Background: an optimization exercise with open tools, aiming at small area and a short achievable clock period. Do not read the settings as production practice. Where RTL was checked, it was by simulation tests only, not by an equivalence proof against the original.

==> flow/design.v (excerpt) <==
module pcie_cfg_top (
    input  logic          clk_pcie,
    input  logic          rst,
    input  logic          i_cmd_valid,
    input  logic [63:0]   i_cmd,
    output logic          o_cmd_ready,
    output logic          o_rsp_valid,
    output logic [31:0]   o_rsp,
    input  logic          i_rsp_ready,
    output logic [49:0]   o_mgmt,
    input  logic [32:0]   i_mgmt,
    input  logic [47:0]   i_status,
    output logic [15:0]   o_pcie_id
);
Size in the first run: ~4700 cells after synthesis, roughly 1500 flip-flops, roughly 63000 µm² of cells after synthesis.
==> flow/config.mk <==
export PLATFORM = sky130hd
export DESIGN_NAME = pcie_cfg_top
export DESIGN_NICKNAME = pcie_cfg_top
export VERILOG_FILES = /design/flow/design.v
export SDC_FILE = /design/flow/constraint.sdc
export NUM_CORES = 4
export LEC_CHECK = 0
export ABC_CLOCK_PERIOD_IN_PS = 3000
export CAP_MARGIN = 20
export CORE_MARGIN = 2
export CORE_UTILIZATION = 40
export CTS_CLUSTER_DIAMETER = 100
export CTS_CLUSTER_SIZE = 25
export SETUP_SLACK_MARGIN = 3.8
export SLEW_MARGIN = 20
==> flow/constraint.sdc <==
create_clock -name core_clock -period 7.0 [get_ports {clk_pcie}]
set_input_delay 1.4000 -clock core_clock [delete_from_list [all_inputs] [get_ports {clk_pcie}]]
set_output_delay 1.4000 -clock core_clock [all_outputs]
set_load 0.01 [all_outputs]
run.sh (not shown) runs the stock make flow with config.mk's settings and CLKGATE_MAP_FILE= SYNTH_SCRIPT=/design/flow/synth_recipe.tcl, a recipe that flattens the netlist after the stock synthesis.
Edit:
--- a/flow/design.v
+++ b/flow/design.v
@@ -78,15 +78,17 @@
     logic         timer_run;
     logic         auto_wr;
     logic [1:0]   mgmt_en;
     logic [44:0]  cmd_in;
     logic [44:0]  hd;
     logic         hd_v;
     logic [44:0]  cring [15];
+    logic [3:0]   c_rp_q;       
     logic [14:0]  c_rp;
+    logic [3:0]   c_wp_q;       
     logic [14:0]  c_wp;
     logic [44:0]  c_rd;
     logic [44:0]  hd_d;
     logic         hd_rw_ok;      
     logic         hd_ro_ok;      
     logic [3:0]   c_rc;
     logic         wr_en_q;
@@ -133,14 +135,24 @@
     assign pop    = hd_v & ~rsp_hold & ~(rw_q[18] & busy);
     assign cmd_rd = pop & hd_typ[0];
     assign cmd_wr = pop & hd_typ[1] & hd_addr[15];
     assign hfree       = ~hd_v | (pop & ~(hd_typ[1] & hd_addr[15]));
     assign c_take      = hfree & c_rne;
     assign c_push_ring = c_push & ~(hfree & ~c_rne);
     assign hd_d = c_rne ? c_rd : cmd_in;
+    always_comb
+    begin
+        for (int i = 0; i < 15; i++)
+        begin
+            c_rp[i] = (c_rp_q == 4'(i));
+            c_wp[i] = (c_wp_q == 4'(i));
+            r_rp[i] = (r_rp_q == 4'(i));
+            r_wp[i] = (r_wp_q == 4'(i));
+        end
+    end
     always_ff @(posedge clk_pcie)
     begin
         if (hfree)
         begin
             hd       <= hd_d;
             hd_rw_ok <= (hd_d[16:7] == 10'd0) & hd_d[17];
             hd_ro_ok <= (hd_d[16:7] == 10'd0) & ~hd_d[17];
@@ -162,30 +174,30 @@
         end
     end
     always_ff @(posedge clk_pcie)
     begin
         if (rst)
         begin
             hd_v    <= 1'b0;
-            c_rp    <= 15'd1;
-            c_wp    <= 15'd1;
+            c_rp_q  <= 4'd0;
+            c_wp_q  <= 4'd0;
             c_rc    <= '0;
             wr_en_q <= 1'b0;
         end
         else
         begin
             hd_v    <= hfree ? (c_rne | c_push) : ~pop;
             wr_en_q <= cmd_wr;
             if (c_take)
             begin
-                c_rp <= {c_rp[13:0], c_rp[14]};
+                c_rp_q <= (c_rp_q == 4'd14) ? 4'd0 : c_rp_q + 4'd1;
             end
             if (c_push_ring)
             begin
-                c_wp <= {c_wp[13:0], c_wp[14]};
+                c_wp_q <= (c_wp_q == 4'd14) ? 4'd0 : c_wp_q + 4'd1;
             end
             if (c_push_ring & ~c_take)
             begin
                 c_rc <= c_rc + 4'd1;
             end
             else if (c_take & ~c_push_ring)
             begin
@@ -246,15 +258,17 @@
     assign h_ro = hd_addr[0] ? xn_ro : xo_ro;
     assign rd_lo = ({8{hd_rw_ok}} & l_rw) | ({8{hd_ro_ok}} & l_ro);
     assign rd_hi = ({8{hd_rw_ok}} & h_rw) | ({8{hd_ro_ok}} & h_ro);
     assign rsp_word = {hd_addr, rd_lo, rd_hi};
     logic [31:0]  rhd;
     logic         rhd_v;
     logic [31:0]  rring [15];
+    logic [3:0]   r_rp_q;       
     logic [14:0]  r_rp;
+    logic [3:0]   r_wp_q;       
     logic [14:0]  r_wp;
     logic [31:0]  r_rd;
     logic [3:0]   r_rc;
     logic         rsp_push_q;
     logic         rfree;
     logic         r_take;
     assign rsp_hold = (r_rc == 4'd15) | ((r_rc == 4'd14) & rhd_v & ~rsp_push_q);
@@ -285,30 +299,30 @@
         end
     end
     always_ff @(posedge clk_pcie)
     begin
         if (rst)
         begin
             rhd_v      <= 1'b0;
-            r_rp       <= 15'd1;
-            r_wp       <= 15'd1;
+            r_rp_q     <= 4'd0;
+            r_wp_q     <= 4'd0;
             r_rc       <= '0;
             rsp_push_q <= 1'b0;
         end
         else
         begin
             rsp_push_q <= cmd_rd;
             rhd_v      <= rfree ? (r_rc != 4'd0) : 1'b1;
             if (r_take)
             begin
-                r_rp <= {r_rp[13:0], r_rp[14]};
+                r_rp_q <= (r_rp_q == 4'd14) ? 4'd0 : r_rp_q + 4'd1;
             end
             if (cmd_rd)
             begin
-                r_wp <= {r_wp[13:0], r_wp[14]};
+                r_wp_q <= (r_wp_q == 4'd14) ? 4'd0 : r_wp_q + 4'd1;
             end
             if (cmd_rd & ~r_take)
             begin
                 r_rc <= r_rc + 4'd1;
             end
             else if (r_take & ~cmd_rd)
             begin
Setup slack loses 13 ps.
Cell area barely changes.
Wire length increases slightly.
Non-clock buffer count decreases by 9.
Via count increases slightly.
Critical path depth decreases by 2.
Sequential share of layout area decreases by 1.2 points.
No functional check of the RTL was part of the first run of this note.

static timing again, ports no longer ideal:
The results above use ideal ports. As a check the final layouts listed here were re-extracted and re-timed, cells and wires unchanged.
Step 1, drivers: a clkbuf_16 drives clk_pcie and a buf_2 each remaining input, both assumed.
Step 2 adds t to the input delays and takes it off the output delays; t is the mean of the earliest and latest rising clock arrival at the registers after step 1. Input paths then give back, and output paths get back, about the clock's delay inside the block.
Three values: ideal ports, drivers, drivers and shift; two values: the first two.
run	t, ns	setup slack, ns	worst register clock-pin slew, ns
the first run	0.795	3.764 / 3.754 / 3.175	0.11 / 0.11
the second run	0.790	3.751 / 3.751 / 3.205	0.11 / 0.11
After both steps every run listed still meets setup and hold. The setup slack of the first run, which loses most, moves by -0.010 ns with the drivers and by -0.589 ns with both steps.
